This design comes from an exercise in tuning for small area, a short achievable clock period and few clock cycles per item on the open sky130 flow, not from production work.
In this exercise RTL edits were held to simulation tests only and were not proved equivalent to the original.
Power and IR drop assume default switching activity.

File: design.v
`timescale 1ns/1ps
package alu_pkg;
	localparam int DATA_W = 32;
	typedef logic [DATA_W-1:0] word_t;
	localparam int SHAMT_W = 5;
	typedef logic [SHAMT_W-1:0] shamt_t;
	typedef enum logic [3:0] {
		OP_ADD  = 4'd0,
		OP_SUB  = 4'd1,
		OP_MUL  = 4'd2,
		OP_AND  = 4'd3,
		OP_OR   = 4'd4,
		OP_XOR  = 4'd5,
		OP_SHL  = 4'd6,
		OP_LSHR = 4'd7,
		OP_ASHR = 4'd8,
		OP_EQ   = 4'd9,
		OP_NE   = 4'd10,
		OP_ULT  = 4'd11,
		OP_ULE  = 4'd12,
		OP_SLT  = 4'd13,
		OP_SLE  = 4'd14
	} alu_op_t;
	localparam int MUL_STAGES_DEF = 4;
endpackage
`timescale 1ns/1ps
module elastic_alu (
	input logic clk,
	input logic rst,
	input logic [31:0] lhs,
	input logic [3:0] lhs_op,
	input logic lhs_valid,
	output logic lhs_ready,
	input logic [31:0] rhs,
	input logic rhs_valid,
	output logic rhs_ready,
	output logic [31:0] result,
	output logic result_valid,
	input logic result_ready
);
	logic lv, rv, fire, adv;
	logic [31:0] a_l, a_r;
	logic [3:0] a_op;
	logic lbusy, rbusy, lv_n, rv_n, sv_n;
	assign fire = lv & rv & adv;
	assign lhs_ready = ~lbusy;
	assign rhs_ready = ~rbusy;
	logic l_en, r_en;
	assign l_en = ~lv | fire;
	assign r_en = ~rv | fire;
	assign lv_n = l_en ? lhs_valid : lv;
	assign rv_n = r_en ? rhs_valid : rv;
	always_ff @(posedge clk or posedge rst) begin
		if (rst) begin
			lv <= 1'b0;
			rv <= 1'b0;
			lbusy <= 1'b0;
			rbusy <= 1'b0;
		end else begin
			lv <= lv_n;
			rv <= rv_n;
			lbusy <= lv_n & ~(rv_n & ~sv_n);
			rbusy <= rv_n & ~(lv_n & ~sv_n);
		end
	end
	always_ff @(posedge clk) begin
		if (l_en) begin
			a_l <= lhs;
			a_op <= lhs_op;
		end
		if (r_en) begin
			a_r <= rhs;
		end
	end
	logic o_mul, o_sh, o_one, o_addr, o_subr, o_and, o_or, o_xor, o_cin, o_sgn, o_rt, o_s;
	logic [31:0] e_l, e_ad, fill;
	logic [15:0] e_one, e_two, e_neg;
	logic [32:0] rr;
	logic e_x0, eq, lt, e_cmp;
	logic [31:0] cl, cr;
	always_comb begin
		o_mul = (a_op == 4'd2);
		o_sh = (a_op == 4'd6) | (a_op == 4'd7) | (a_op == 4'd8);
		o_rt = (a_op == 4'd7) | (a_op == 4'd8);
		o_s = (a_op == 4'd8) & a_l[31];
		o_addr = (a_op == 4'd0);
		o_subr = (a_op == 4'd1);
		o_one = o_addr | o_subr;
		o_and = (a_op == 4'd3);
		o_or = (a_op == 4'd4);
		o_xor = (a_op == 4'd5);
		o_cin = (a_op == 4'd1);
		o_sgn = (a_op == 4'd13) | (a_op == 4'd14);
		for (int i = 0; i < 32; i++) begin
			e_l[i] = o_rt ? a_l[31 - i] : a_l[i];
		end
		rr = {a_r, 1'b0};
		for (int j = 0; j < 16; j++) begin
			e_one[j] = (o_mul & (rr[2*j+1] ^ rr[2*j])) | (o_sh & (a_r[4:1] == j) & ~a_r[0]) | ((j == 0) & o_one);
			e_two[j] = (o_mul & ((rr[2*j+2] & ~rr[2*j+1] & ~rr[2*j]) | (~rr[2*j+2] & rr[2*j+1] & rr[2*j]))) |
				(o_sh & (a_r[4:1] == j) & a_r[0]);
			e_neg[j] = o_mul & rr[2*j+2];
		end
		e_x0 = o_mul ? e_neg[0] : o_cin;
		for (int i = 0; i < 32; i++) begin
			fill[i] = o_s & (i < a_r[4:0]);
		end
		e_ad = ({32{o_addr}} & a_r) | ({32{o_subr}} & ~a_r) | ({32{o_and}} & (a_l & a_r)) |
			({32{o_or}} & (a_l | a_r)) | ({32{o_xor}} & (a_l ^ a_r)) | fill;
		eq = (a_l == a_r);
		cl = {a_l[31] ^ o_sgn, a_l[30:0]};
		cr = {a_r[31] ^ o_sgn, a_r[30:0]};
		lt = (cl < cr);
		case (a_op)
			4'd9: e_cmp = eq;
			4'd10: e_cmp = ~eq;
			4'd11, 4'd13: e_cmp = lt;
			4'd12, 4'd14: e_cmp = lt | eq;
			default: e_cmp = 1'b0;
		endcase
	end
	logic cv;
	logic [31:0] c_l, ad;
	logic [15:0] one, two, neg;
	logic x0;
	logic c_sn, c_sr, c_fe;
	always_ff @(posedge clk or posedge rst) begin
		if (rst) begin
			cv <= 1'b0;
		end else if (adv) begin
			cv <= fire;
		end
	end
	always_ff @(posedge clk) begin
		if (adv) begin
			c_l <= e_l;
			ad <= e_ad;
			one <= e_one;
			two <= e_two;
			neg <= e_neg;
			x0 <= e_x0;
			c_sn <= ~o_rt;
			c_sr <= o_rt;
			c_fe <= e_cmp;
		end
	end
	logic [31:0] pp0, pp1, pp2, pp3, pp4, pp5, pp6, pp7, pp8, pp9, pp10, pp11, pp12, pp13, pp14, pp15;
	logic [32:0] ll;
	assign ll = {c_l, 1'b0};
	always_comb begin
		for (int i = 0; i < 32; i++) begin
			pp0[i] = ((one[0] & ll[i+1]) | (two[0] & ll[i])) ^ neg[0];
			pp1[i] = ((one[1] & ll[i+1]) | (two[1] & ll[i])) ^ neg[1];
			pp2[i] = ((one[2] & ll[i+1]) | (two[2] & ll[i])) ^ neg[2];
			pp3[i] = ((one[3] & ll[i+1]) | (two[3] & ll[i])) ^ neg[3];
			pp4[i] = ((one[4] & ll[i+1]) | (two[4] & ll[i])) ^ neg[4];
			pp5[i] = ((one[5] & ll[i+1]) | (two[5] & ll[i])) ^ neg[5];
			pp6[i] = ((one[6] & ll[i+1]) | (two[6] & ll[i])) ^ neg[6];
			pp7[i] = ((one[7] & ll[i+1]) | (two[7] & ll[i])) ^ neg[7];
			pp8[i] = ((one[8] & ll[i+1]) | (two[8] & ll[i])) ^ neg[8];
			pp9[i] = ((one[9] & ll[i+1]) | (two[9] & ll[i])) ^ neg[9];
			pp10[i] = ((one[10] & ll[i+1]) | (two[10] & ll[i])) ^ neg[10];
			pp11[i] = ((one[11] & ll[i+1]) | (two[11] & ll[i])) ^ neg[11];
			pp12[i] = ((one[12] & ll[i+1]) | (two[12] & ll[i])) ^ neg[12];
			pp13[i] = ((one[13] & ll[i+1]) | (two[13] & ll[i])) ^ neg[13];
			pp14[i] = ((one[14] & ll[i+1]) | (two[14] & ll[i])) ^ neg[14];
			pp15[i] = ((one[15] & ll[i+1]) | (two[15] & ll[i])) ^ neg[15];
		end
	end
	logic [31:0] tx, ty, sum;
	logic t1, t2, t3, t4, t5, t6, t7, t8, t9, t10, t11, t12, t13, t14, t15, t16, t17, t18, t19, t20, t21, t22, t23, t24, t25, t26, t27, t28, t29, t30, t31, t32, t33, t34, t35, t36, t37, t38, t39, t40, t41, t42, t43, t44, t45, t46, t47, t48, t49, t50, t51, t52, t53, t54, t55, t56, t57, t58, t59, t60, t61, t62, t63, t64, t65, t66, t67, t68, t69, t70, t71, t72, t73, t74, t75, t76, t77, t78, t79, t80, t81, t82, t83, t84, t85, t86, t87, t88, t89, t90, t91, t92, t93, t94, t95, t96, t97, t98, t99, t100, t101, t102, t103, t104, t105, t106, t107, t108, t109, t110, t111, t112, t113, t114, t115, t116, t117, t118, t119, t120, t121, t122, t123, t124, t125, t126, t127, t128, t129, t130, t131, t132, t133, t134, t135, t136, t137, t138, t139, t140, t141, t142, t143, t144, t145, t146, t147, t148, t149, t150, t151, t152, t153, t154, t155, t156, t157, t158, t159, t160, t161, t162, t163, t164, t165, t166, t167, t168, t169, t170, t171, t172, t173, t174, t175, t176, t177, t178, t179, t180, t181, t182, t183, t184, t185, t186, t187, t188, t189, t190, t191, t192, t193, t194, t195, t196, t197, t198, t199, t200, t201, t202, t203, t204, t205, t206, t207, t208, t209, t210, t211, t212, t213, t214, t215, t216, t217, t218, t219, t220, t221, t222, t223, t224, t225, t226, t227, t228, t229, t230, t231, t232, t233, t234, t235, t236, t237, t238, t239, t240, t241, t242, t243, t244, t245, t246, t247, t248, t249, t250, t251, t252, t253, t254, t255, t256, t257, t258, t259, t260, t261, t262, t263, t264, t265, t266, t267, t268, t269, t270, t271, t272, t273, t274, t275, t276, t277, t278, t279, t280, t281, t282, t283, t284, t285, t286, t287, t288, t289, t290, t291, t292, t293, t294, t295, t296, t297, t298, t299, t300, t301, t302, t303, t304, t305, t306, t307, t308, t309, t310, t311, t312, t313, t314, t315, t316, t317, t318, t319, t320, t321, t322, t323, t324, t325, t326, t327, t328, t329, t330, t331, t332, t333, t334, t335, t336, t337, t338, t339, t340, t341, t342, t343, t344, t345, t346, t347, t348, t349, t350, t351, t352, t353, t354, t355, t356, t357, t358, t359, t360, t361, t362, t363, t364, t365, t366, t367, t368, t369, t370, t371, t372, t373, t374, t375, t376, t377, t378, t379, t380, t381, t382, t383, t384, t385, t386, t387, t388, t389, t390, t391, t392, t393, t394, t395, t396, t397, t398, t399, t400, t401, t402, t403, t404, t405, t406, t407, t408, t409, t410, t411, t412, t413, t414, t415, t416, t417, t418, t419, t420, t421, t422, t423, t424, t425, t426, t427, t428, t429, t430, t431, t432, t433, t434, t435, t436, t437, t438, t439, t440, t441, t442, t443, t444, t445, t446, t447, t448, t449, t450, t451, t452, t453, t454, t455, t456, t457, t458, t459, t460, t461, t462, t463, t464, t465, t466, t467, t468, t469, t470, t471, t472, t473, t474, t475, t476, t477, t478, t479, t480, t481, t482, t483, t484, t485, t486, t487, t488, t489, t490, t491, t492, t493, t494, t495, t496, t497, t498, t499, t500, t501, t502, t503, t504, t505, t506, t507, t508, t509, t510, t511, t512, t513, t514, t515, t516, t517, t518, t519, t520, t521;
	csa_ha t1_h (.a(neg[11]), .b(ad[22]), .s(t1), .co(t2));
	csa_ha t3_h (.a(ad[23]), .b(pp0[23]), .s(t3), .co(t4));
	csa_fa t5_f (.a(neg[12]), .b(ad[24]), .c(pp0[24]), .s(t5), .co(t6));
	csa_ha t7_h (.a(pp10[4]), .b(pp11[2]), .s(t7), .co(t8));
	csa_fa t9_f (.a(ad[25]), .b(pp0[25]), .c(pp10[5]), .s(t9), .co(t10));
	csa_ha t11_h (.a(pp11[3]), .b(pp12[1]), .s(t11), .co(t12));
	csa_fa t13_f (.a(neg[13]), .b(ad[26]), .c(pp0[26]), .s(t13), .co(t14));
	csa_fa t15_f (.a(pp10[6]), .b(pp11[4]), .c(pp12[2]), .s(t15), .co(t16));
	csa_ha t17_h (.a(pp13[0]), .b(pp1[24]), .s(t17), .co(t18));
	csa_fa t19_f (.a(ad[27]), .b(pp0[27]), .c(pp10[7]), .s(t19), .co(t20));
	csa_fa t21_f (.a(pp11[5]), .b(pp12[3]), .c(pp13[1]), .s(t21), .co(t22));
	csa_ha t23_h (.a(pp1[25]), .b(pp2[23]), .s(t23), .co(t24));
	csa_fa t25_f (.a(neg[14]), .b(ad[28]), .c(pp0[28]), .s(t25), .co(t26));
	csa_fa t27_f (.a(pp10[8]), .b(pp11[6]), .c(pp12[4]), .s(t27), .co(t28));
	csa_fa t29_f (.a(pp13[2]), .b(pp14[0]), .c(pp1[26]), .s(t29), .co(t30));
	csa_ha t31_h (.a(pp2[24]), .b(pp3[22]), .s(t31), .co(t32));
	csa_fa t33_f (.a(ad[29]), .b(pp0[29]), .c(pp10[9]), .s(t33), .co(t34));
	csa_fa t35_f (.a(pp11[7]), .b(pp12[5]), .c(pp13[3]), .s(t35), .co(t36));
	csa_fa t37_f (.a(pp14[1]), .b(pp1[27]), .c(pp2[25]), .s(t37), .co(t38));
	csa_ha t39_h (.a(pp3[23]), .b(pp4[21]), .s(t39), .co(t40));
	csa_fa t41_f (.a(neg[15]), .b(ad[30]), .c(pp0[30]), .s(t41), .co(t42));
	csa_fa t43_f (.a(pp10[10]), .b(pp11[8]), .c(pp12[6]), .s(t43), .co(t44));
	csa_fa t45_f (.a(pp13[4]), .b(pp14[2]), .c(pp15[0]), .s(t45), .co(t46));
	csa_fa t47_f (.a(pp1[28]), .b(pp2[26]), .c(pp3[24]), .s(t47), .co(t48));
	csa_ha t49_h (.a(pp4[22]), .b(pp5[20]), .s(t49), .co(t50));
	csa_x2 t52_x (.a(ad[31]), .b(pp0[31]), .y(t52));
	csa_x2 t51_x (.a(t52), .b(pp10[11]), .y(t51));
	csa_x2 t54_x (.a(pp11[9]), .b(pp12[7]), .y(t54));
	csa_x2 t53_x (.a(t54), .b(pp13[5]), .y(t53));
	csa_x2 t56_x (.a(pp14[3]), .b(pp15[1]), .y(t56));
	csa_x2 t55_x (.a(t56), .b(pp1[29]), .y(t55));
	csa_x2 t58_x (.a(pp2[27]), .b(pp3[25]), .y(t58));
	csa_x2 t57_x (.a(t58), .b(pp4[23]), .y(t57));
	csa_x2 t59_x (.a(pp5[21]), .b(pp6[19]), .y(t59));
	csa_ha t60_h (.a(neg[7]), .b(ad[14]), .s(t60), .co(t61));
	csa_ha t62_h (.a(ad[15]), .b(pp0[15]), .s(t62), .co(t63));
	csa_fa t64_f (.a(neg[8]), .b(ad[16]), .c(pp0[16]), .s(t64), .co(t65));
	csa_ha t66_h (.a(pp1[14]), .b(pp2[12]), .s(t66), .co(t67));
	csa_fa t68_f (.a(ad[17]), .b(pp0[17]), .c(pp1[15]), .s(t68), .co(t69));
	csa_ha t70_h (.a(pp2[13]), .b(pp3[11]), .s(t70), .co(t71));
	csa_fa t72_f (.a(neg[9]), .b(ad[18]), .c(pp0[18]), .s(t72), .co(t73));
	csa_fa t74_f (.a(pp1[16]), .b(pp2[14]), .c(pp3[12]), .s(t74), .co(t75));
	csa_ha t76_h (.a(pp4[10]), .b(pp5[8]), .s(t76), .co(t77));
	csa_fa t78_f (.a(ad[19]), .b(pp0[19]), .c(pp1[17]), .s(t78), .co(t79));
	csa_fa t80_f (.a(pp2[15]), .b(pp3[13]), .c(pp4[11]), .s(t80), .co(t81));
	csa_ha t82_h (.a(pp5[9]), .b(pp6[7]), .s(t82), .co(t83));
	csa_fa t84_f (.a(neg[10]), .b(ad[20]), .c(pp0[20]), .s(t84), .co(t85));
	csa_fa t86_f (.a(pp10[0]), .b(pp1[18]), .c(pp2[16]), .s(t86), .co(t87));
	csa_fa t88_f (.a(pp3[14]), .b(pp4[12]), .c(pp5[10]), .s(t88), .co(t89));
	csa_ha t90_h (.a(pp6[8]), .b(pp7[6]), .s(t90), .co(t91));
	csa_fa t92_f (.a(ad[21]), .b(pp0[21]), .c(pp10[1]), .s(t92), .co(t93));
	csa_fa t94_f (.a(pp1[19]), .b(pp2[17]), .c(pp3[15]), .s(t94), .co(t95));
	csa_fa t96_f (.a(pp4[13]), .b(pp5[11]), .c(pp6[9]), .s(t96), .co(t97));
	csa_ha t98_h (.a(pp7[7]), .b(pp8[5]), .s(t98), .co(t99));
	csa_fa t100_f (.a(pp0[22]), .b(pp10[2]), .c(pp11[0]), .s(t100), .co(t101));
	csa_fa t102_f (.a(pp1[20]), .b(pp2[18]), .c(pp3[16]), .s(t102), .co(t103));
	csa_fa t104_f (.a(pp4[14]), .b(pp5[12]), .c(pp6[10]), .s(t104), .co(t105));
	csa_fa t106_f (.a(pp7[8]), .b(pp8[6]), .c(pp9[4]), .s(t106), .co(t107));
	csa_fa t108_f (.a(pp10[3]), .b(pp11[1]), .c(pp1[21]), .s(t108), .co(t109));
	csa_fa t110_f (.a(pp2[19]), .b(pp3[17]), .c(pp4[15]), .s(t110), .co(t111));
	csa_fa t112_f (.a(pp5[13]), .b(pp6[11]), .c(pp7[9]), .s(t112), .co(t113));
	csa_fa t114_f (.a(pp8[7]), .b(pp9[5]), .c(t2), .s(t114), .co(t115));
	csa_fa t116_f (.a(pp12[0]), .b(pp1[22]), .c(pp2[20]), .s(t116), .co(t117));
	csa_fa t118_f (.a(pp3[18]), .b(pp4[16]), .c(pp5[14]), .s(t118), .co(t119));
	csa_fa t120_f (.a(pp6[12]), .b(pp7[10]), .c(pp8[8]), .s(t120), .co(t121));
	csa_fa t122_f (.a(pp9[6]), .b(t4), .c(t7), .s(t122), .co(t123));
	csa_fa t124_f (.a(pp1[23]), .b(pp2[21]), .c(pp3[19]), .s(t124), .co(t125));
	csa_fa t126_f (.a(pp4[17]), .b(pp5[15]), .c(pp6[13]), .s(t126), .co(t127));
	csa_fa t128_f (.a(pp7[11]), .b(pp8[9]), .c(pp9[7]), .s(t128), .co(t129));
	csa_fa t130_f (.a(t8), .b(t11), .c(t6), .s(t130), .co(t131));
	csa_fa t132_f (.a(pp2[22]), .b(pp3[20]), .c(pp4[18]), .s(t132), .co(t133));
	csa_fa t134_f (.a(pp5[16]), .b(pp6[14]), .c(pp7[12]), .s(t134), .co(t135));
	csa_fa t136_f (.a(pp8[10]), .b(pp9[8]), .c(t12), .s(t136), .co(t137));
	csa_fa t138_f (.a(t17), .b(t10), .c(t13), .s(t138), .co(t139));
	csa_fa t140_f (.a(pp3[21]), .b(pp4[19]), .c(pp5[17]), .s(t140), .co(t141));
	csa_fa t142_f (.a(pp6[15]), .b(pp7[13]), .c(pp8[11]), .s(t142), .co(t143));
	csa_fa t144_f (.a(pp9[9]), .b(t18), .c(t23), .s(t144), .co(t145));
	csa_fa t146_f (.a(t14), .b(t16), .c(t19), .s(t146), .co(t147));
	csa_fa t148_f (.a(pp4[20]), .b(pp5[18]), .c(pp6[16]), .s(t148), .co(t149));
	csa_fa t150_f (.a(pp7[14]), .b(pp8[12]), .c(pp9[10]), .s(t150), .co(t151));
	csa_fa t152_f (.a(t24), .b(t31), .c(t20), .s(t152), .co(t153));
	csa_fa t154_f (.a(t22), .b(t25), .c(t27), .s(t154), .co(t155));
	csa_fa t156_f (.a(pp5[19]), .b(pp6[17]), .c(pp7[15]), .s(t156), .co(t157));
	csa_fa t158_f (.a(pp8[13]), .b(pp9[11]), .c(t32), .s(t158), .co(t159));
	csa_fa t160_f (.a(t39), .b(t26), .c(t28), .s(t160), .co(t161));
	csa_fa t162_f (.a(t30), .b(t33), .c(t35), .s(t162), .co(t163));
	csa_fa t164_f (.a(pp6[18]), .b(pp7[16]), .c(pp8[14]), .s(t164), .co(t165));
	csa_fa t166_f (.a(pp9[12]), .b(t40), .c(t49), .s(t166), .co(t167));
	csa_fa t168_f (.a(t34), .b(t36), .c(t38), .s(t168), .co(t169));
	csa_fa t170_f (.a(t41), .b(t43), .c(t45), .s(t170), .co(t171));
	csa_x2 t173_x (.a(pp7[17]), .b(pp8[15]), .y(t173));
	csa_x2 t172_x (.a(t173), .b(pp9[13]), .y(t172));
	csa_x2 t175_x (.a(t50), .b(t59), .y(t175));
	csa_x2 t174_x (.a(t175), .b(t42), .y(t174));
	csa_x2 t177_x (.a(t44), .b(t46), .y(t177));
	csa_x2 t176_x (.a(t177), .b(t48), .y(t176));
	csa_x2 t179_x (.a(t51), .b(t53), .y(t179));
	csa_x2 t178_x (.a(t179), .b(t55), .y(t178));
	csa_ha t180_h (.a(neg[4]), .b(ad[8]), .s(t180), .co(t181));
	csa_ha t182_h (.a(ad[9]), .b(pp0[9]), .s(t182), .co(t183));
	csa_fa t184_f (.a(neg[5]), .b(ad[10]), .c(pp0[10]), .s(t184), .co(t185));
	csa_ha t186_h (.a(pp1[8]), .b(pp2[6]), .s(t186), .co(t187));
	csa_fa t188_f (.a(ad[11]), .b(pp0[11]), .c(pp1[9]), .s(t188), .co(t189));
	csa_ha t190_h (.a(pp2[7]), .b(pp3[5]), .s(t190), .co(t191));
	csa_fa t192_f (.a(neg[6]), .b(ad[12]), .c(pp0[12]), .s(t192), .co(t193));
	csa_fa t194_f (.a(pp1[10]), .b(pp2[8]), .c(pp3[6]), .s(t194), .co(t195));
	csa_ha t196_h (.a(pp4[4]), .b(pp5[2]), .s(t196), .co(t197));
	csa_fa t198_f (.a(ad[13]), .b(pp0[13]), .c(pp1[11]), .s(t198), .co(t199));
	csa_fa t200_f (.a(pp2[9]), .b(pp3[7]), .c(pp4[5]), .s(t200), .co(t201));
	csa_ha t202_h (.a(pp5[3]), .b(pp6[1]), .s(t202), .co(t203));
	csa_fa t204_f (.a(pp0[14]), .b(pp1[12]), .c(pp2[10]), .s(t204), .co(t205));
	csa_fa t206_f (.a(pp3[8]), .b(pp4[6]), .c(pp5[4]), .s(t206), .co(t207));
	csa_fa t208_f (.a(pp6[2]), .b(pp7[0]), .c(t60), .s(t208), .co(t209));
	csa_fa t210_f (.a(pp1[13]), .b(pp2[11]), .c(pp3[9]), .s(t210), .co(t211));
	csa_fa t212_f (.a(pp4[7]), .b(pp5[5]), .c(pp6[3]), .s(t212), .co(t213));
	csa_fa t214_f (.a(pp7[1]), .b(t61), .c(t62), .s(t214), .co(t215));
	csa_fa t216_f (.a(pp3[10]), .b(pp4[8]), .c(pp5[6]), .s(t216), .co(t217));
	csa_fa t218_f (.a(pp6[4]), .b(pp7[2]), .c(pp8[0]), .s(t218), .co(t219));
	csa_fa t220_f (.a(t63), .b(t66), .c(t64), .s(t220), .co(t221));
	csa_fa t222_f (.a(pp4[9]), .b(pp5[7]), .c(pp6[5]), .s(t222), .co(t223));
	csa_fa t224_f (.a(pp7[3]), .b(pp8[1]), .c(t67), .s(t224), .co(t225));
	csa_fa t226_f (.a(t70), .b(t65), .c(t68), .s(t226), .co(t227));
	csa_fa t228_f (.a(pp6[6]), .b(pp7[4]), .c(pp8[2]), .s(t228), .co(t229));
	csa_fa t230_f (.a(pp9[0]), .b(t71), .c(t76), .s(t230), .co(t231));
	csa_fa t232_f (.a(t69), .b(t72), .c(t74), .s(t232), .co(t233));
	csa_fa t234_f (.a(pp7[5]), .b(pp8[3]), .c(pp9[1]), .s(t234), .co(t235));
	csa_fa t236_f (.a(t77), .b(t82), .c(t73), .s(t236), .co(t237));
	csa_fa t238_f (.a(t75), .b(t78), .c(t80), .s(t238), .co(t239));
	csa_fa t240_f (.a(pp8[4]), .b(pp9[2]), .c(t83), .s(t240), .co(t241));
	csa_fa t242_f (.a(t90), .b(t79), .c(t81), .s(t242), .co(t243));
	csa_fa t244_f (.a(t84), .b(t86), .c(t88), .s(t244), .co(t245));
	csa_fa t246_f (.a(pp9[3]), .b(t91), .c(t98), .s(t246), .co(t247));
	csa_fa t248_f (.a(t85), .b(t87), .c(t89), .s(t248), .co(t249));
	csa_fa t250_f (.a(t92), .b(t94), .c(t96), .s(t250), .co(t251));
	csa_fa t252_f (.a(t1), .b(t99), .c(t93), .s(t252), .co(t253));
	csa_fa t254_f (.a(t95), .b(t97), .c(t100), .s(t254), .co(t255));
	csa_fa t256_f (.a(t102), .b(t104), .c(t106), .s(t256), .co(t257));
	csa_fa t258_f (.a(t3), .b(t101), .c(t103), .s(t258), .co(t259));
	csa_fa t260_f (.a(t105), .b(t107), .c(t108), .s(t260), .co(t261));
	csa_fa t262_f (.a(t110), .b(t112), .c(t114), .s(t262), .co(t263));
	csa_x2 t265_x (.a(t109), .b(t111), .y(t265));
	csa_x2 t264_x (.a(t265), .b(t113), .y(t264));
	csa_mj t266_m (.a(t109), .b(t111), .c(t113), .y(t266));
	csa_x2 t268_x (.a(t115), .b(t116), .y(t268));
	csa_x2 t267_x (.a(t268), .b(t118), .y(t267));
	csa_mj t269_m (.a(t115), .b(t116), .c(t118), .y(t269));
	csa_x2 t271_x (.a(t120), .b(t5), .y(t271));
	csa_x2 t270_x (.a(t271), .b(t122), .y(t270));
	csa_mj t272_m (.a(t120), .b(t5), .c(t122), .y(t272));
	csa_x2 t274_x (.a(t117), .b(t119), .y(t274));
	csa_x2 t273_x (.a(t274), .b(t121), .y(t273));
	csa_mj t275_m (.a(t117), .b(t119), .c(t121), .y(t275));
	csa_x2 t277_x (.a(t124), .b(t126), .y(t277));
	csa_x2 t276_x (.a(t277), .b(t128), .y(t276));
	csa_mj t278_m (.a(t124), .b(t126), .c(t128), .y(t278));
	csa_x2 t280_x (.a(t9), .b(t123), .y(t280));
	csa_x2 t279_x (.a(t280), .b(t130), .y(t279));
	csa_mj t281_m (.a(t9), .b(t123), .c(t130), .y(t281));
	csa_x2 t283_x (.a(t125), .b(t127), .y(t283));
	csa_x2 t282_x (.a(t283), .b(t129), .y(t282));
	csa_mj t284_m (.a(t125), .b(t127), .c(t129), .y(t284));
	csa_x2 t286_x (.a(t132), .b(t134), .y(t286));
	csa_x2 t285_x (.a(t286), .b(t15), .y(t285));
	csa_mj t287_m (.a(t132), .b(t134), .c(t15), .y(t287));
	csa_x2 t289_x (.a(t136), .b(t131), .y(t289));
	csa_x2 t288_x (.a(t289), .b(t138), .y(t288));
	csa_mj t290_m (.a(t136), .b(t131), .c(t138), .y(t290));
	csa_x2 t292_x (.a(t133), .b(t135), .y(t292));
	csa_x2 t291_x (.a(t292), .b(t140), .y(t291));
	csa_mj t293_m (.a(t133), .b(t135), .c(t140), .y(t293));
	csa_x2 t295_x (.a(t142), .b(t21), .y(t295));
	csa_x2 t294_x (.a(t295), .b(t137), .y(t294));
	csa_mj t296_m (.a(t142), .b(t21), .c(t137), .y(t296));
	csa_x2 t298_x (.a(t144), .b(t139), .y(t298));
	csa_x2 t297_x (.a(t298), .b(t146), .y(t297));
	csa_mj t299_m (.a(t144), .b(t139), .c(t146), .y(t299));
	csa_x2 t301_x (.a(t141), .b(t143), .y(t301));
	csa_x2 t300_x (.a(t301), .b(t148), .y(t300));
	csa_mj t302_m (.a(t141), .b(t143), .c(t148), .y(t302));
	csa_x2 t304_x (.a(t150), .b(t29), .y(t304));
	csa_x2 t303_x (.a(t304), .b(t145), .y(t303));
	csa_mj t305_m (.a(t150), .b(t29), .c(t145), .y(t305));
	csa_x2 t307_x (.a(t147), .b(t152), .y(t307));
	csa_x2 t306_x (.a(t307), .b(t154), .y(t306));
	csa_mj t308_m (.a(t147), .b(t152), .c(t154), .y(t308));
	csa_x2 t310_x (.a(t149), .b(t151), .y(t310));
	csa_x2 t309_x (.a(t310), .b(t156), .y(t309));
	csa_mj t311_m (.a(t149), .b(t151), .c(t156), .y(t311));
	csa_x2 t313_x (.a(t37), .b(t158), .y(t313));
	csa_x2 t312_x (.a(t313), .b(t153), .y(t312));
	csa_mj t314_m (.a(t37), .b(t158), .c(t153), .y(t314));
	csa_x2 t316_x (.a(t155), .b(t160), .y(t316));
	csa_x2 t315_x (.a(t316), .b(t162), .y(t315));
	csa_mj t317_m (.a(t155), .b(t160), .c(t162), .y(t317));
	csa_x2 t319_x (.a(t157), .b(t164), .y(t319));
	csa_x2 t318_x (.a(t319), .b(t47), .y(t318));
	csa_mj t320_m (.a(t157), .b(t164), .c(t47), .y(t320));
	csa_x2 t322_x (.a(t159), .b(t166), .y(t322));
	csa_x2 t321_x (.a(t322), .b(t161), .y(t321));
	csa_mj t323_m (.a(t159), .b(t166), .c(t161), .y(t323));
	csa_x2 t325_x (.a(t163), .b(t168), .y(t325));
	csa_x2 t324_x (.a(t325), .b(t170), .y(t324));
	csa_mj t326_m (.a(t163), .b(t168), .c(t170), .y(t326));
	csa_x2 t328_x (.a(t165), .b(t172), .y(t328));
	csa_x2 t327_x (.a(t328), .b(t57), .y(t327));
	csa_x2 t330_x (.a(t167), .b(t174), .y(t330));
	csa_x2 t329_x (.a(t330), .b(t169), .y(t329));
	csa_x2 t332_x (.a(t176), .b(t178), .y(t332));
	csa_x2 t331_x (.a(t332), .b(t171), .y(t331));
	csa_ha t333_h (.a(neg[2]), .b(ad[4]), .s(t333), .co(t334));
	csa_ha t335_h (.a(ad[5]), .b(pp0[5]), .s(t335), .co(t336));
	csa_fa t337_f (.a(neg[3]), .b(ad[6]), .c(pp0[6]), .s(t337), .co(t338));
	csa_ha t339_h (.a(pp1[4]), .b(pp2[2]), .s(t339), .co(t340));
	csa_fa t341_f (.a(ad[7]), .b(pp0[7]), .c(pp1[5]), .s(t341), .co(t342));
	csa_ha t343_h (.a(pp2[3]), .b(pp3[1]), .s(t343), .co(t344));
	csa_fa t345_f (.a(pp0[8]), .b(pp1[6]), .c(pp2[4]), .s(t345), .co(t346));
	csa_fa t347_f (.a(pp3[2]), .b(pp4[0]), .c(t180), .s(t347), .co(t348));
	csa_fa t349_f (.a(pp1[7]), .b(pp2[5]), .c(pp3[3]), .s(t349), .co(t350));
	csa_fa t351_f (.a(pp4[1]), .b(t181), .c(t182), .s(t351), .co(t352));
	csa_fa t353_f (.a(pp3[4]), .b(pp4[2]), .c(pp5[0]), .s(t353), .co(t354));
	csa_fa t355_f (.a(t183), .b(t186), .c(t184), .s(t355), .co(t356));
	csa_fa t357_f (.a(pp4[3]), .b(pp5[1]), .c(t187), .s(t357), .co(t358));
	csa_fa t359_f (.a(t190), .b(t185), .c(t188), .s(t359), .co(t360));
	csa_fa t361_f (.a(pp6[0]), .b(t191), .c(t196), .s(t361), .co(t362));
	csa_fa t363_f (.a(t189), .b(t192), .c(t194), .s(t363), .co(t364));
	csa_fa t365_f (.a(t197), .b(t202), .c(t193), .s(t365), .co(t366));
	csa_fa t367_f (.a(t195), .b(t198), .c(t200), .s(t367), .co(t368));
	csa_fa t369_f (.a(t203), .b(t199), .c(t201), .s(t369), .co(t370));
	csa_fa t371_f (.a(t204), .b(t206), .c(t208), .s(t371), .co(t372));
	csa_fa t373_f (.a(t205), .b(t207), .c(t210), .s(t373), .co(t374));
	csa_fa t375_f (.a(t212), .b(t209), .c(t214), .s(t375), .co(t376));
	csa_fa t377_f (.a(t211), .b(t213), .c(t216), .s(t377), .co(t378));
	csa_fa t379_f (.a(t218), .b(t215), .c(t220), .s(t379), .co(t380));
	csa_fa t381_f (.a(t217), .b(t219), .c(t222), .s(t381), .co(t382));
	csa_fa t383_f (.a(t224), .b(t221), .c(t226), .s(t383), .co(t384));
	csa_fa t385_f (.a(t223), .b(t228), .c(t225), .s(t385), .co(t386));
	csa_fa t387_f (.a(t230), .b(t227), .c(t232), .s(t387), .co(t388));
	csa_fa t389_f (.a(t229), .b(t234), .c(t231), .s(t389), .co(t390));
	csa_fa t391_f (.a(t233), .b(t236), .c(t238), .s(t391), .co(t392));
	csa_fa t393_f (.a(t235), .b(t240), .c(t237), .s(t393), .co(t394));
	csa_fa t395_f (.a(t239), .b(t242), .c(t244), .s(t395), .co(t396));
	csa_fa t397_f (.a(t241), .b(t246), .c(t243), .s(t397), .co(t398));
	csa_fa t399_f (.a(t245), .b(t248), .c(t250), .s(t399), .co(t400));
	csa_fa t401_f (.a(t247), .b(t249), .c(t251), .s(t401), .co(t402));
	csa_fa t403_f (.a(t252), .b(t254), .c(t256), .s(t403), .co(t404));
	csa_fa t405_f (.a(t253), .b(t255), .c(t257), .s(t405), .co(t406));
	csa_fa t407_f (.a(t258), .b(t260), .c(t262), .s(t407), .co(t408));
	csa_x2 t410_x (.a(t259), .b(t264), .y(t410));
	csa_x2 t409_x (.a(t410), .b(t261), .y(t409));
	csa_mj t411_m (.a(t259), .b(t264), .c(t261), .y(t411));
	csa_x2 t413_x (.a(t267), .b(t263), .y(t413));
	csa_x2 t412_x (.a(t413), .b(t270), .y(t412));
	csa_mj t414_m (.a(t267), .b(t263), .c(t270), .y(t414));
	csa_x2 t416_x (.a(t266), .b(t273), .y(t416));
	csa_x2 t415_x (.a(t416), .b(t269), .y(t415));
	csa_mj t417_m (.a(t266), .b(t273), .c(t269), .y(t417));
	csa_x2 t419_x (.a(t276), .b(t279), .y(t419));
	csa_x2 t418_x (.a(t419), .b(t272), .y(t418));
	csa_mj t420_m (.a(t276), .b(t279), .c(t272), .y(t420));
	csa_x2 t422_x (.a(t275), .b(t282), .y(t422));
	csa_x2 t421_x (.a(t422), .b(t278), .y(t421));
	csa_mj t423_m (.a(t275), .b(t282), .c(t278), .y(t423));
	csa_x2 t425_x (.a(t285), .b(t288), .y(t425));
	csa_x2 t424_x (.a(t425), .b(t281), .y(t424));
	csa_mj t426_m (.a(t285), .b(t288), .c(t281), .y(t426));
	csa_x2 t428_x (.a(t284), .b(t291), .y(t428));
	csa_x2 t427_x (.a(t428), .b(t287), .y(t427));
	csa_mj t429_m (.a(t284), .b(t291), .c(t287), .y(t429));
	csa_x2 t431_x (.a(t294), .b(t297), .y(t431));
	csa_x2 t430_x (.a(t431), .b(t290), .y(t430));
	csa_mj t432_m (.a(t294), .b(t297), .c(t290), .y(t432));
	csa_x2 t434_x (.a(t300), .b(t293), .y(t434));
	csa_x2 t433_x (.a(t434), .b(t303), .y(t433));
	csa_mj t435_m (.a(t300), .b(t293), .c(t303), .y(t435));
	csa_x2 t437_x (.a(t296), .b(t306), .y(t437));
	csa_x2 t436_x (.a(t437), .b(t299), .y(t436));
	csa_mj t438_m (.a(t296), .b(t306), .c(t299), .y(t438));
	csa_x2 t440_x (.a(t309), .b(t302), .y(t440));
	csa_x2 t439_x (.a(t440), .b(t305), .y(t439));
	csa_mj t441_m (.a(t309), .b(t302), .c(t305), .y(t441));
	csa_x2 t443_x (.a(t312), .b(t315), .y(t443));
	csa_x2 t442_x (.a(t443), .b(t308), .y(t442));
	csa_mj t444_m (.a(t312), .b(t315), .c(t308), .y(t444));
	csa_x2 t446_x (.a(t311), .b(t318), .y(t446));
	csa_x2 t445_x (.a(t446), .b(t314), .y(t445));
	csa_mj t447_m (.a(t311), .b(t318), .c(t314), .y(t447));
	csa_x2 t449_x (.a(t321), .b(t324), .y(t449));
	csa_x2 t448_x (.a(t449), .b(t317), .y(t448));
	csa_mj t450_m (.a(t321), .b(t324), .c(t317), .y(t450));
	csa_x2 t452_x (.a(t320), .b(t327), .y(t452));
	csa_x2 t451_x (.a(t452), .b(t329), .y(t451));
	csa_x2 t454_x (.a(t323), .b(t331), .y(t454));
	csa_x2 t453_x (.a(t454), .b(t326), .y(t453));
	csa_ha t455_h (.a(neg[1]), .b(ad[2]), .s(t455), .co(t456));
	csa_ha t457_h (.a(ad[3]), .b(pp0[3]), .s(t457), .co(t458));
	csa_fa t459_f (.a(pp0[4]), .b(pp1[2]), .c(pp2[0]), .s(t459), .co(t460));
	csa_fa t461_f (.a(pp1[3]), .b(pp2[1]), .c(t334), .s(t461), .co(t462));
	csa_fa t463_f (.a(pp3[0]), .b(t336), .c(t339), .s(t463), .co(t464));
	csa_fa t465_f (.a(t340), .b(t343), .c(t338), .s(t465), .co(t466));
	csa_fa t467_f (.a(t344), .b(t342), .c(t345), .s(t467), .co(t468));
	csa_fa t469_f (.a(t346), .b(t349), .c(t348), .s(t469), .co(t470));
	csa_fa t471_f (.a(t350), .b(t353), .c(t352), .s(t471), .co(t472));
	csa_fa t473_f (.a(t354), .b(t357), .c(t356), .s(t473), .co(t474));
	csa_fa t475_f (.a(t358), .b(t361), .c(t360), .s(t475), .co(t476));
	csa_fa t477_f (.a(t362), .b(t364), .c(t365), .s(t477), .co(t478));
	csa_fa t479_f (.a(t366), .b(t368), .c(t369), .s(t479), .co(t480));
	csa_fa t481_f (.a(t370), .b(t373), .c(t372), .s(t481), .co(t482));
	csa_fa t483_f (.a(t374), .b(t377), .c(t376), .s(t483), .co(t484));
	csa_fa t485_f (.a(t378), .b(t381), .c(t380), .s(t485), .co(t486));
	csa_fa t487_f (.a(t382), .b(t385), .c(t384), .s(t487), .co(t488));
	csa_fa t489_f (.a(t386), .b(t389), .c(t388), .s(t489), .co(t490));
	csa_fa t491_f (.a(t390), .b(t393), .c(t392), .s(t491), .co(t492));
	csa_fa t493_f (.a(t394), .b(t397), .c(t396), .s(t493), .co(t494));
	csa_fa t495_f (.a(t398), .b(t401), .c(t400), .s(t495), .co(t496));
	csa_fa t497_f (.a(t402), .b(t405), .c(t404), .s(t497), .co(t498));
	csa_x2 t500_x (.a(t409), .b(t406), .y(t500));
	csa_x2 t499_x (.a(t500), .b(t412), .y(t499));
	csa_mj t501_m (.a(t409), .b(t406), .c(t412), .y(t501));
	csa_x2 t503_x (.a(t411), .b(t415), .y(t503));
	csa_x2 t502_x (.a(t503), .b(t414), .y(t502));
	csa_mj t504_m (.a(t411), .b(t415), .c(t414), .y(t504));
	csa_x2 t506_x (.a(t417), .b(t421), .y(t506));
	csa_x2 t505_x (.a(t506), .b(t420), .y(t505));
	csa_mj t507_m (.a(t417), .b(t421), .c(t420), .y(t507));
	csa_x2 t509_x (.a(t423), .b(t427), .y(t509));
	csa_x2 t508_x (.a(t509), .b(t426), .y(t508));
	csa_mj t510_m (.a(t423), .b(t427), .c(t426), .y(t510));
	csa_x2 t512_x (.a(t429), .b(t433), .y(t512));
	csa_x2 t511_x (.a(t512), .b(t432), .y(t511));
	csa_mj t513_m (.a(t429), .b(t433), .c(t432), .y(t513));
	csa_x2 t515_x (.a(t435), .b(t439), .y(t515));
	csa_x2 t514_x (.a(t515), .b(t438), .y(t514));
	csa_mj t516_m (.a(t435), .b(t439), .c(t438), .y(t516));
	csa_x2 t518_x (.a(t445), .b(t441), .y(t518));
	csa_x2 t517_x (.a(t518), .b(t444), .y(t517));
	csa_mj t519_m (.a(t445), .b(t441), .c(t444), .y(t519));
	csa_x2 t521_x (.a(t451), .b(t447), .y(t521));
	csa_x2 t520_x (.a(t521), .b(t450), .y(t520));
	logic q0_0, q0_1, q0_2, q1_0, q1_1, q2_0, q2_1, q2_2, q3_0, q3_1, q3_2, q4_0, q4_1, q4_2, q5_0, q5_1, q5_2, q6_0, q6_1, q6_2, q7_0, q7_1, q7_2, q8_0, q8_1, q8_2, q9_0, q9_1, q9_2, q10_0, q10_1, q10_2, q11_0, q11_1, q11_2, q12_0, q12_1, q12_2, q13_0, q13_1, q13_2, q14_0, q14_1, q14_2, q15_0, q15_1, q15_2, q16_0, q16_1, q16_2, q17_0, q17_1, q17_2, q18_0, q18_1, q18_2, q19_0, q19_1, q19_2, q20_0, q20_1, q20_2, q21_0, q21_1, q21_2, q22_0, q22_1, q22_2, q23_0, q23_1, q23_2, q24_0, q24_1, q24_2, q25_0, q25_1, q25_2, q26_0, q26_1, q26_2, q27_0, q27_1, q27_2, q28_0, q28_1, q28_2, q29_0, q29_1, q29_2, q30_0, q30_1, q30_2, q31_0, q31_1, q31_2;
	always_ff @(posedge clk) begin
		if (adv) begin
			q0_0 <= ad[0];
			q0_1 <= x0;
			q0_2 <= pp0[0];
			q1_0 <= ad[1];
			q1_1 <= pp0[1];
			q2_0 <= t455;
			q2_1 <= pp0[2];
			q2_2 <= pp1[0];
			q3_0 <= t457;
			q3_1 <= pp1[1];
			q3_2 <= t456;
			q4_0 <= t459;
			q4_1 <= t333;
			q4_2 <= t458;
			q5_0 <= t461;
			q5_1 <= t335;
			q5_2 <= t460;
			q6_0 <= t463;
			q6_1 <= t337;
			q6_2 <= t462;
			q7_0 <= t465;
			q7_1 <= t341;
			q7_2 <= t464;
			q8_0 <= t467;
			q8_1 <= t347;
			q8_2 <= t466;
			q9_0 <= t469;
			q9_1 <= t351;
			q9_2 <= t468;
			q10_0 <= t471;
			q10_1 <= t355;
			q10_2 <= t470;
			q11_0 <= t473;
			q11_1 <= t359;
			q11_2 <= t472;
			q12_0 <= t475;
			q12_1 <= t363;
			q12_2 <= t474;
			q13_0 <= t477;
			q13_1 <= t367;
			q13_2 <= t476;
			q14_0 <= t479;
			q14_1 <= t371;
			q14_2 <= t478;
			q15_0 <= t481;
			q15_1 <= t375;
			q15_2 <= t480;
			q16_0 <= t483;
			q16_1 <= t379;
			q16_2 <= t482;
			q17_0 <= t485;
			q17_1 <= t383;
			q17_2 <= t484;
			q18_0 <= t487;
			q18_1 <= t387;
			q18_2 <= t486;
			q19_0 <= t489;
			q19_1 <= t391;
			q19_2 <= t488;
			q20_0 <= t491;
			q20_1 <= t395;
			q20_2 <= t490;
			q21_0 <= t493;
			q21_1 <= t399;
			q21_2 <= t492;
			q22_0 <= t495;
			q22_1 <= t403;
			q22_2 <= t494;
			q23_0 <= t497;
			q23_1 <= t407;
			q23_2 <= t496;
			q24_0 <= t499;
			q24_1 <= t408;
			q24_2 <= t498;
			q25_0 <= t502;
			q25_1 <= t418;
			q25_2 <= t501;
			q26_0 <= t505;
			q26_1 <= t424;
			q26_2 <= t504;
			q27_0 <= t508;
			q27_1 <= t430;
			q27_2 <= t507;
			q28_0 <= t511;
			q28_1 <= t436;
			q28_2 <= t510;
			q29_0 <= t514;
			q29_1 <= t442;
			q29_2 <= t513;
			q30_0 <= t517;
			q30_1 <= t448;
			q30_2 <= t516;
			q31_0 <= t520;
			q31_1 <= t453;
			q31_2 <= t519;
		end
	end
	logic u1, u2, u3, u4, u5, u6, u7, u8, u9, u10, u11, u12, u13, u14, u15, u16, u17, u18, u19, u20, u21, u22, u23, u24, u25, u26, u27, u28, u29, u30, u31, u32, u33, u34, u35, u36, u37, u38, u39, u40, u41, u42, u43, u44, u45, u46, u47, u48, u49, u50, u51, u52, u53, u54, u55, u56, u57, u58, u59, u60, u61, u62, u63, u64, u65, u66, u67, u68, u69, u70, u71;
	csa_ha u1_h (.a(q0_0), .b(q0_1), .s(u1), .co(u2));
	csa_ha u3_h (.a(q1_0), .b(q1_1), .s(u3), .co(u4));
	csa_fa u5_f (.a(q2_0), .b(q2_1), .c(q2_2), .s(u5), .co(u6));
	csa_fa u7_f (.a(q3_0), .b(q3_1), .c(q3_2), .s(u7), .co(u8));
	csa_fa u9_f (.a(q4_0), .b(q4_1), .c(q4_2), .s(u9), .co(u10));
	csa_fa u11_f (.a(q5_0), .b(q5_1), .c(q5_2), .s(u11), .co(u12));
	csa_fa u13_f (.a(q6_0), .b(q6_1), .c(q6_2), .s(u13), .co(u14));
	csa_fa u15_f (.a(q7_0), .b(q7_1), .c(q7_2), .s(u15), .co(u16));
	csa_fa u17_f (.a(q8_0), .b(q8_1), .c(q8_2), .s(u17), .co(u18));
	csa_fa u19_f (.a(q9_0), .b(q9_1), .c(q9_2), .s(u19), .co(u20));
	csa_fa u21_f (.a(q10_0), .b(q10_1), .c(q10_2), .s(u21), .co(u22));
	csa_fa u23_f (.a(q11_0), .b(q11_1), .c(q11_2), .s(u23), .co(u24));
	csa_fa u25_f (.a(q12_0), .b(q12_1), .c(q12_2), .s(u25), .co(u26));
	csa_fa u27_f (.a(q13_0), .b(q13_1), .c(q13_2), .s(u27), .co(u28));
	csa_fa u29_f (.a(q14_0), .b(q14_1), .c(q14_2), .s(u29), .co(u30));
	csa_fa u31_f (.a(q15_0), .b(q15_1), .c(q15_2), .s(u31), .co(u32));
	csa_fa u33_f (.a(q16_0), .b(q16_1), .c(q16_2), .s(u33), .co(u34));
	csa_fa u35_f (.a(q17_0), .b(q17_1), .c(q17_2), .s(u35), .co(u36));
	csa_fa u37_f (.a(q18_0), .b(q18_1), .c(q18_2), .s(u37), .co(u38));
	csa_fa u39_f (.a(q19_0), .b(q19_1), .c(q19_2), .s(u39), .co(u40));
	csa_fa u41_f (.a(q20_0), .b(q20_1), .c(q20_2), .s(u41), .co(u42));
	csa_fa u43_f (.a(q21_0), .b(q21_1), .c(q21_2), .s(u43), .co(u44));
	csa_fa u45_f (.a(q22_0), .b(q22_1), .c(q22_2), .s(u45), .co(u46));
	csa_fa u47_f (.a(q23_0), .b(q23_1), .c(q23_2), .s(u47), .co(u48));
	csa_x2 u50_x (.a(q24_0), .b(q24_1), .y(u50));
	csa_x2 u49_x (.a(u50), .b(q24_2), .y(u49));
	csa_mj u51_m (.a(q24_0), .b(q24_1), .c(q24_2), .y(u51));
	csa_x2 u53_x (.a(q25_0), .b(q25_1), .y(u53));
	csa_x2 u52_x (.a(u53), .b(q25_2), .y(u52));
	csa_mj u54_m (.a(q25_0), .b(q25_1), .c(q25_2), .y(u54));
	csa_x2 u56_x (.a(q26_0), .b(q26_1), .y(u56));
	csa_x2 u55_x (.a(u56), .b(q26_2), .y(u55));
	csa_mj u57_m (.a(q26_0), .b(q26_1), .c(q26_2), .y(u57));
	csa_x2 u59_x (.a(q27_0), .b(q27_1), .y(u59));
	csa_x2 u58_x (.a(u59), .b(q27_2), .y(u58));
	csa_mj u60_m (.a(q27_0), .b(q27_1), .c(q27_2), .y(u60));
	csa_x2 u62_x (.a(q28_0), .b(q28_1), .y(u62));
	csa_x2 u61_x (.a(u62), .b(q28_2), .y(u61));
	csa_mj u63_m (.a(q28_0), .b(q28_1), .c(q28_2), .y(u63));
	csa_x2 u65_x (.a(q29_0), .b(q29_1), .y(u65));
	csa_x2 u64_x (.a(u65), .b(q29_2), .y(u64));
	csa_mj u66_m (.a(q29_0), .b(q29_1), .c(q29_2), .y(u66));
	csa_x2 u68_x (.a(q30_0), .b(q30_1), .y(u68));
	csa_x2 u67_x (.a(u68), .b(q30_2), .y(u67));
	csa_mj u69_m (.a(q30_0), .b(q30_1), .c(q30_2), .y(u69));
	csa_x2 u71_x (.a(q31_0), .b(q31_1), .y(u71));
	csa_x2 u70_x (.a(u71), .b(q31_2), .y(u70));
	assign tx = {u70, u67, u64, u61, u58, u55, u52, u49, u47, u45, u43, u41, u39, u37, u35, u33, u31, u29, u27, u25, u23, u21, u19, u17, u15, u13, u11, u9, u7, u5, u3, u1};
	assign ty = {u69, u66, u63, u60, u57, u54, u51, u48, u46, u44, u42, u40, u38, u36, u34, u32, u30, u28, u26, u24, u22, u20, u18, u16, u14, u12, u10, u8, u6, u4, u2, q0_2};
	assign sum = tx + ty;
	logic bv;
	logic b_sn, b_sr, b_fe;
	always_ff @(posedge clk or posedge rst) begin
		if (rst) begin
			bv <= 1'b0;
		end else if (adv) begin
			bv <= cv;
		end
	end
	always_ff @(posedge clk) begin
		if (adv) begin
			b_sn <= c_sn;
			b_sr <= c_sr;
			b_fe <= c_fe;
		end
	end
	logic [31:0] res;
	always_comb begin
		for (int i = 0; i < 32; i++) begin
			res[i] = (b_sn & sum[i]) | (b_sr & sum[31 - i]);
		end
		res[0] = res[0] | b_fe;
	end
	logic ov, sv, take;
	logic [31:0] o_d, s_d;
	assign adv = ~sv;
	assign take = ov & result_ready;
	assign result_valid = ov;
	assign result = o_d;
	logic ov_n;
	always_comb begin
		ov_n = ov;
		sv_n = sv;
		if (sv) begin
			if (take) sv_n = 1'b0;
		end else if (bv) begin
			if (ov & ~take) sv_n = 1'b1;
			else ov_n = 1'b1;
		end else if (take) begin
			ov_n = 1'b0;
		end
	end
	always_ff @(posedge clk or posedge rst) begin
		if (rst) begin
			ov <= 1'b0;
			sv <= 1'b0;
		end else begin
			ov <= ov_n;
			sv <= sv_n;
		end
	end
	logic k_s, k_n, k_r;
	logic [31:0] o_n;
	assign k_s = sv;
	assign k_n = ~sv & b_sn;
	assign k_r = ~sv & b_sr;
	always_comb begin
		for (int i = 0; i < 32; i++) begin
			o_n[i] = (k_s & s_d[i]) | (k_n & sum[i]) | (k_r & sum[31 - i]);
		end
		o_n[0] = o_n[0] | (~sv & b_fe);
	end
	always_ff @(posedge clk) begin
		if (~sv) s_d <= res;
		if ((sv & take) | (~sv & bv & (~ov | take))) o_d <= o_n;
	end
endmodule
module csa_fa (
	input logic a,
	input logic b,
	input logic c,
	output logic s,
	output logic co
);
	assign s = a ^ b ^ c;
	assign co = (a & b) | (a & c) | (b & c);
endmodule
module csa_ha (
	input logic a,
	input logic b,
	output logic s,
	output logic co
);
	assign s = a ^ b;
	assign co = a & b;
endmodule
module csa_x2 (
	input logic a,
	input logic b,
	output logic y
);
	assign y = a ^ b;
endmodule
module csa_mj (
	input logic a,
	input logic b,
	input logic c,
	output logic y
);
	assign y = (a & b) | (a & c) | (b & c);
endmodule
File: flow/run.sh
#!/bin/bash
# The standard layout (standard.sh) with two changes to the ORFS run:
#  - timing repair aims at a larger setup slack (SETUP_SLACK_MARGIN), so the
#    layout is sped up beyond the 10 ns clock it must meet;
#  - the port buffers are buf_2 cells rather than the delay-cell buffer that
#    buffer_ports picks by default (every port still gets its own buffer).
# The make output goes to make_flow.log; ORFS keeps each tool's log under orfs/logs.
set -euo pipefail
MARGIN=${MARGIN:-6.6}
PORTBUF=${PORTBUF:-sky130_fd_sc_hd__buf_2}
sed "s/\"\\\${@:-finish}\"/SETUP_SLACK_MARGIN=$MARGIN 'BUFFER_PORTS_ARGS=-buffer_cell $PORTBUF' \"\${@:-finish}\"/" standard.sh > flow/standard_own.sh
grep -q "SETUP_SLACK_MARGIN=$MARGIN" flow/standard_own.sh
bash flow/standard_own.sh > make_flow.log 2>&1
File: flow/standard_own.sh
#!/bin/bash
# The standard flow's own layout of this design, on the ORFS make targets given (by default finish). After
# finish it leaves the final layout's DEF at /design/flow/out/final.def.
set -euo pipefail
make -C /OpenROAD-flow-scripts/flow DESIGN_CONFIG=/design/flow/config.mk WORK_HOME=/design/flow/orfs CLKGATE_MAP_FILE= SYNTH_SCRIPT=/design/flow/synth_recipe.tcl CAP_MARGIN=20 CORE_MARGIN=2 CORE_UTILIZATION=40 SLEW_MARGIN=20 SYNTH_HIERARCHICAL=1 SETUP_SLACK_MARGIN=6.6 'BUFFER_PORTS_ARGS=-buffer_cell sky130_fd_sc_hd__buf_2' "${@:-finish}"
if [[ -f /design/flow/orfs/results/sky130hd/elastic_alu/base/6_final.odb ]]; then
  : # left out here: write the final layout as DEF
fi
File: standard.sh
#!/bin/bash
# synth_recipe.tcl (not shown) runs the flow's synth.tcl, then flattens the netlist and writes it again
# the make line also repeats each setting of config.mk as NAME=value (left out here)
make -C /OpenROAD-flow-scripts/flow DESIGN_CONFIG=/design/flow/config.mk WORK_HOME=/design/flow/orfs CLKGATE_MAP_FILE= SYNTH_SCRIPT=/design/flow/synth_recipe.tcl "${@:-finish}"
File: config.mk
export PLATFORM = sky130hd
export DESIGN_NAME = elastic_alu
export DESIGN_NICKNAME = elastic_alu
export VERILOG_FILES = /design/flow/design.v
export SDC_FILE = /design/flow/constraint.sdc
export NUM_CORES = 4
export LEC_CHECK = 0
export CAP_MARGIN = 20
export CORE_MARGIN = 2
export CORE_UTILIZATION = 40
export SLEW_MARGIN = 20
export SYNTH_HIERARCHICAL = 1
File: constraint.sdc
create_clock -name core_clock -period 10.0 [get_ports {clk}]
set_input_delay 2.0000 -clock core_clock [delete_from_list [all_inputs] [get_ports {clk}]]
set_output_delay 2.0000 -clock core_clock [all_outputs]
set_load 0.01 [all_outputs]
==> impl_metrics.tcl, run 1 <==
set metrics [dict create \
    status "complete, no violations" \
    synth-adder-area-share_pct 22.0 \
    post_route_cells_drive_above_1_share_pct 15.8 \
    grt_first_pass_wirelength_mm 135 \
    fin_skew_ps 40.0 \
    tritoncts "built" \
    fmax_ghz 0.290 \
    vdd_ir_drop_max_uv 124 \
    timing.final.max_slew_violations 0 \
    grt_usage_pct 24.4 \
    postSynth.asyncResetShare_pct 2.26 \
    setup-tns-final_ps 0 \
    synth.yosys.warnings 7 \
    crit_start_category "flop" \
    yosys_register_bits 354 \
    timing.final.crit_share_pct 34.5 \
    floorplan.rows 97 \
    grt_setup_unrepaired "true" \
    worstPathArrival_ps 3790 \
    criticalPathCategory "flop to flop" \
    synth.yosys.seq_area_share_pct 37.6 \
    initial_util_pct 40.3 \
    synthesis.nets 2951 \
    flow.area_growth_from_synthesis_pct 13.8 \
    count_of_flip_flops_with_a_built_in_enable_after_synthesis 346 \
    slew_hr_pct 34.6 \
    critPathMaxFanout 4 \
    num-fill-cells 6381 \
    combinational_family_with_the_most_area_after_synthesis "adder cells" \
    count_of_routing_violations_after_the_opening_detailed_route_iteration 2505 \
    hold-path-cell-count 0 \
    power_density_nw_per_um2 96.7 \
    seq_power_share_pct 52.0 \
    final_period_minus_worst_setup_slack_ps 3450 \
    routed_antenna_nets 0 \
    synth.avg_cell_area_um2 11.1 \
    detail_route.drc_violations 0 \
    p_int_uw 2440 \
    numCtsBuffers 43 \
    worst-endpoint-required_ps 10340 \
    die_w_um 269 \
    num-nets-final 3026 \
    timing.final.setup_violations 0 \
    cts.clk_slew.worst_paths_ps 60 \
    num_antenna_cells 0 \
    detailedRoute.firstPassIterationCount 5 \
    p_clk_share_pct 47.6 \
    drt_via_density 5.91 \
    worst-slew-pin-transition_ps 981 \
    cellLeakagePower_uw 0.0122 \
    num_vias 21200 \
    dp_hpwl_mm 63.8 \
    wl_per_cell_um 25.4 \
    antenna_found_initial 0 \
    hp-class "flop to flop" \
    end_kind "flop" \
    netSwitchingFraction_pct 21.0 \
    ctsLongestPathBuffers 3 \
    maximum_capacitance_violations 0 \
    p_comb_share_pct 0.4 \
    p_switching_uw 651 \
    gp_routability_congestion 0.947 \
    port_buffers 107 \
    cts.root.buffer_cell "clkbuf_16" \
    fp.dieH_um 269 \
    area_share_of_xor_xnor_cells_in_the_synthesized_design_pct 13.5 \
    syn-instance-count 2534 \
    finalHoldViolations 0 \
    clock_latency_ps 590 \
    synth.area.mux_share_pct 0.520 \
    cts-htree-levels 2 \
    timing.reg2reg.worst_path_depth 9 \
    maximum_number_of_pins_on_one_net_before_global_route_repair 120 \
    syn-cell-area_um2 28100 \
    core_um2 69800 \
    io_pins 108 \
    dominantRegCellSynth "edfxtp_1" \
    hold_ws_ps 429 \
    post_synth_and_or_nand_nor_area_fraction_pct 5.99 \
    synth_cell_type_count 58 \
    globalRouteOverflowTotal 0 \
    die_area_um2 72500 \
    clock_sinks 354 \
    grt_pass1_vias 21400 \
    wl_mm 91.1 \
    synth-compound-area-share_pct 16.3 \
]
## Yosys cell counts (16+ instances only)
library cell  number  area share (%)
a21oi_1           89             1.6
a221oi_1          16            0.50
a22oi_1          271             7.2
a32o_1            27            0.96
buf_1             35            0.47
clkbuf_1         173             2.3
edfxtp_1         346              37
fa_1             177              13
ha_1             167             7.4
inv_1             94             1.3
maj3_2            49             2.0
nand2_1          163             2.2
nand3_1           38            0.68
nor2_1            84             1.1
nor3_1            28            0.50
o21ai_0          110             2.0
o31ai_1           22            0.59
xnor2_1          287             8.9
xor2_1           148             4.6
## per-module statistics from Yosys (local to each module, per instance)
module | cell area (um2) | flops+latches
elastic_alu | 22500 | 354
csa_fa | 20.0 | 0
csa_ha | 12.5 | 0
csa_mj | 11.3 | 0
csa_x2 | 8.76 | 0
## layout by cell type, fill, tap and decap left out, types with 106 or more instances in the layout
master and n:
edfxtp_1 346, xnor2_1 285, a22oi_1 268, fa_1 175
nand2_1 163, ha_1 160, xor2_1 146, buf_2 107
o21ai_0 106
## per-stage QoR
stage	area [um2]	worst slack (ps)	power [uW]	instances	utilization [%]
6_report	32000	6550	3090	3583	45.9
5_1_grt	32000	6520	3190	3583	45.9
4_1_cts	31400	6560	3130	3555	45.0
3_5_place_dp	29500	6430	1650	3421	42.2
3_3_place_gp	29500	6450	1650	3421	42.2
2_1_floorplan	28100	6640	1640	2534	-
## metal layers
layer / GRT usage (%) / vias up / wire (um)
met4: 10.5 / 0 / 3940
met2: 39.9 / 1069 / 43300
li1: - / 9318 / -
met1: 31.6 / 10600 / 37300
met3: 4.60 / 225 / 6650
met5: 0 / - / 0
## power by group through the flow
stage | Sequential [uW] | Combinational (uW) | Clock (uW)
after floorplan | 1640 | 0.525 | 0
after global placement | 1640 | 13.5 | 0
after detailed placement | 1640 | 14.0 | 0
after CTS | 1610 | 14.1 | 1500
after global routing | 1610 | 16.0 | 1570
final | 1610 | 13.8 | 1470
## worst max-delay path, cell delays in order, from the launching register on
cell	delay, ps
edfxtp_1	390
fa_1	550
ha_4	330
o21ai_4	70
o211a_1	240
or3_4	380
a2111o_1	550
a21boi_2	280
o31ai_2	110
mux2_2	300
## cell families after synthesis
kind of cell    count (synthesis)
mux                            13
flops                         354
buf+inv                       302
compound gates                658
fa+ha+maj                     393
xor+xnor                      435
simple gates                  379
## path summary, 6_finish.rpt
check	start	slack, ps	to
worst max-delay path	q3_2	6550	o_d[23]
worst min-delay path	c_sr	430	b_sr
worst max register to register	q3_2	6550	o_d[23]
worst min register to register	c_sr	430	b_sr
max in group asynchronous	rst	8420	rbusy
min in group asynchronous	rst	1340	lbusy
## state kept, by name, indices dropped and copies added, names as in the netlist, 4 cells and up
name,count
a_l,32
ad,32
s_d,32
a_op,4
o_d,32
one,16
a_r,32
two,16
c_l,32
neg,16
## what timing repair did
action / 4_1_cts / 5_1_grt
endpoints found under the hold margin: 0 / 0
setup endpoints to repair: 45 / 72
gates resized for setup: 16 / 59
buffers inserted: 55 / 28
hold buffers: 0 / 0
pin swaps: 2 / 24
## cell type report
cell class / instances / area, um2 / share of cell area [%]
Clock buffer: 52 / 1110 / 3.47
Inverter: 94 / 360 / 1.13
Sequential cell: 354 / 10600 / 33.1
Clock inverter: 27 / 210 / 0.657
Tap cell: 940 / 1180 / 3.67
Multi-Input combinational cell: 1878 / 16800 / 52.3
Timing Repair Buffer: 238 / 1820 / 5.68
Testbench counts, summed over its fixed seeds: cycles 16,032, items 16,000.
==> inputs of run 2 (changes only) <==
--- a/flow/run.sh
+++ b/flow/run.sh
@@ -7,5 +7,5 @@
 # The make output goes to make_flow.log; ORFS keeps each tool's log under orfs/logs.
 set -euo pipefail
-MARGIN=${MARGIN:-6.6}
+MARGIN=${MARGIN:-6.5}
 PORTBUF=${PORTBUF:-sky130_fd_sc_hd__buf_2}
 sed "s/\"\\\${@:-finish}\"/SETUP_SLACK_MARGIN=$MARGIN 'BUFFER_PORTS_ARGS=-buffer_cell $PORTBUF' \"\${@:-finish}\"/" standard.sh > flow/standard_own.sh
removed: flow/standard_own.sh
==> impl_metrics.tcl, run 2 <==
set metrics [dict create \
    status "complete, no violations" \
    critical_path_s_largest_stage_delay_ps 570 \
    mostFrequentLayoutCells "edfxtp_1, xnor2_1, a22oi_1" \
    final_core_util_pct 45.4 \
    grt_pass1_vias 21100 \
    synth-compound-area-share_pct 16.3 \
    wl_per_cell_um 25.2 \
    floorplan.rows 97 \
    num_vias 20900 \
    tritoncts "built" \
    fin_skew_ps 27.7 \
    detailedRoute.firstPassIterationCount 6 \
    ctsLongestPathBuffers 3 \
    post_synth_and_or_nand_nor_area_fraction_pct 5.99 \
    timing.final.crit_share_pct 34.3 \
    hp-class "flop to flop" \
    syn-cell-area_um2 28100 \
    detail_route.drc_violations 0 \
    synth.avg_cell_area_um2 11.1 \
    cellLeakagePower_uw 0.0121 \
    wl_mm 89.7 \
    port_buffers 107 \
    cts.root.buffer_cell "clkbuf_16" \
    timing.final.max_slew_violations 0 \
    finalHoldViolations 0 \
    routed_antenna_nets 0 \
    criticalPathCategory "flop to flop" \
    p_total_uw 3110 \
    yosys_register_bits 354 \
    count_of_hold_buffers_inserted_by_post_cts_repair 0 \
    synth.largest_area_cell "edfxtp_1" \
    grt_first_pass_wirelength_mm 134 \
    io_pins 108 \
    dominantRegCellSynth "edfxtp_1" \
    slew_hr_pct 36.8 \
    count_of_routing_violations_after_the_opening_detailed_route_iteration 2496 \
    globalRouteOverflowTotal 0 \
    synth.yosys.warnings 7 \
    timing.critical_path.buf_inv 0 \
    dpl_worst_slack_ps 6400 \
    path_delay_family "compound AO/OA/AOI/OAI gates" \
    yosys.area.top_type_share_pct 36.9 \
    worst-endpoint-required_ps 10350 \
    initial_util_pct 40.3 \
    die_area_um2 72500 \
    synth_cell_type_count 58 \
    worstPathArrival_ps 3780 \
    syn-instance-count 2534 \
    num-fill-cells 6447 \
    final-seq-area_um2 10600 \
    num-nets-final 3008 \
    dp_hpwl_mm 63.0 \
    drt_via_density 5.86 \
    synth-adder-area-share_pct 22.0 \
    cts-htree-levels 2 \
    maximum_number_of_pins_on_one_net_before_global_route_repair 125 \
    clock_latency_ps 580 \
    gp_routability_congestion 0.949 \
    layout.cells.most_common "edfxtp_1" \
    postSynth.asyncResetShare_pct 2.26 \
    vdd_ir_drop_max_uv 119 \
    power_density_nw_per_um2 98.1 \
    clock_sinks 354 \
    multi_input_area_um2 16600 \
    ys_top_cells_by_area "edfxtp_1, fa_1, xnor2_1, ha_1, a22oi_1" \
    count_of_flip_flops_with_a_built_in_enable_after_synthesis 346 \
    area_share_of_xor_xnor_cells_in_the_synthesized_design_pct 13.5 \
    synth_most_common_cell "edfxtp_1" \
    synth.yosys.seq_area_share_pct 37.6 \
    setup-tns-final_ps 0 \
    fp.dieH_um 269 \
    worst_path_cell_chain "fa_1 > ha_4 > o211ai_1 > a21o_1 > or3_1 > a2111o_1 > a21oi_2 > nor3_1 > o31ai_1" \
    crit_start_category "flop" \
    worst-slew-pin-transition_ps 949 \
    critical-path-slowest-cell "fa_1" \
    synth.area.mux_share_pct 0.520 \
    critPathMaxFanout 5 \
    flow.area_growth_from_synthesis_pct 12.6 \
    synth_common_cells "edfxtp_1, xnor2_1, a22oi_1" \
    numCtsBuffers 43 \
    grt_usage_pct 24.2 \
    hold_ws_ps 419 \
    core_um2 69800 \
    final_critical_path_setup_slack_ps 6570 \
    end_kind "flop" \
    antenna_found_initial 2 \
    synthesis.nets 2951 \
    post_route_cells_drive_above_1_share_pct 14.7 \
    combinational_family_with_the_most_area_after_synthesis "adder cells" \
    die_w_um 269 \
    maximum_capacitance_violations 0 \
    grt_setup_unrepaired "false" \
    final_period_minus_worst_setup_slack_ps 3430 \
    cts.clk_slew.worst_paths_ps 60 \
    timing.final.setup_violations 0 \
    fmax_ghz 0.292 \
]
-- run 2: what timing repair did --
action                                  4_1_cts  5_1_grt
endpoints found under the setup margin       19       73
pin swaps                                     0       12
resized for setup                             4       41
setup buffers                                28       37
-- run 2: cell type report --
cell class              instances  share of cell area [%]
multi-input cells            1878                    52.6
clock inverters                23                   0.605
inverters                      94                    1.14
diodes                          1                 0.00790
clock buffers                  52                    3.57
repair buffers                220                    4.96
well taps                     940                    3.71
flip-flops and latches        354                    33.4
-- run 2: final timing paths --
kind | start | to | slack [ps] | cells past startpoint
worst max-delay path | q5_0 | o_d[0] | 6570 | 9
min in group asynchronous | rst | sv | 1360 | 2
worst min-delay path | c_sr | b_sr | 420 | 0
max in group asynchronous | rst | lv | 8400 | 2
worst min register to register | c_sr | b_sr | 420 | 0
worst max register to register | q5_0 | o_d[0] | 6570 | 9
-- run 2: report_power, final --
group	internal [uW]	leakage (uW)	switching, uW
clock	858	0.000642	625
combinational	9.64	0.00837	4.14
sequential	1610	0.00307	0
-- run 2: kinds of logic (layout without fill, tap and decap cells) --
kind of cell               after synthesis  count (layout)
DFF                                    354             354
and+or+nand+nor                        379             379
AOI/OAI and AO/OA                      658             658
xor gates and xnor gates               435             435
muxes                                   13              13
adders and majority gates              393             393
other                                    0               1
buffers and inverters                  302             389
-- run 2: worst register-to-register path, delay by kind of cell (launching register included) --
family | cells | cell delay (ps)
AND/OR/NAND/NOR | 2 | 460
flip-flops | 1 | 390
adder cells (fa/ha/maj) | 2 | 910
AO/OA/AOI/OAI | 5 | 1450
-- run 2: stage by stage --
step / cells / instance area (um2)
final: 3562 / 31700
after global routing: 3561 / 31700
after CTS: 3524 / 31100
after detailed placement: 3421 / 29500
after global placement: 3421 / 29500
after floorplan: 2534 / 28100
-- run 2: metal layers --
layer	GRT usage, %	vias to the layer above	routed length [um]
met2	39.3	1073	42300
met3	4.52	227	6800
met5	0	-	0
met4	10.3	0	3860
li1	-	9299	-
met1	31.8	10300	36700
-- run 2: per-module statistics from Yosys, one instance, submodules excluded --
module / flip-flops and latches / copies in the design / cell area (um2)
csa_fa: 0 / 176 / 20.0
csa_x2: 0 / 129 / 8.76
elastic_alu: 354 / 1 / 22500
csa_ha: 0 / 31 / 12.5
csa_mj: 0 / 49 / 11.3

Check on run 2: ideal ports give 6.573 ns setup slack; a clkbuf_16 on the clock port and buf_2 on the inputs give 6.573 ns; moving port delays by the midpoint clock arrival (0.631 ns) as well gives 6.573 ns.
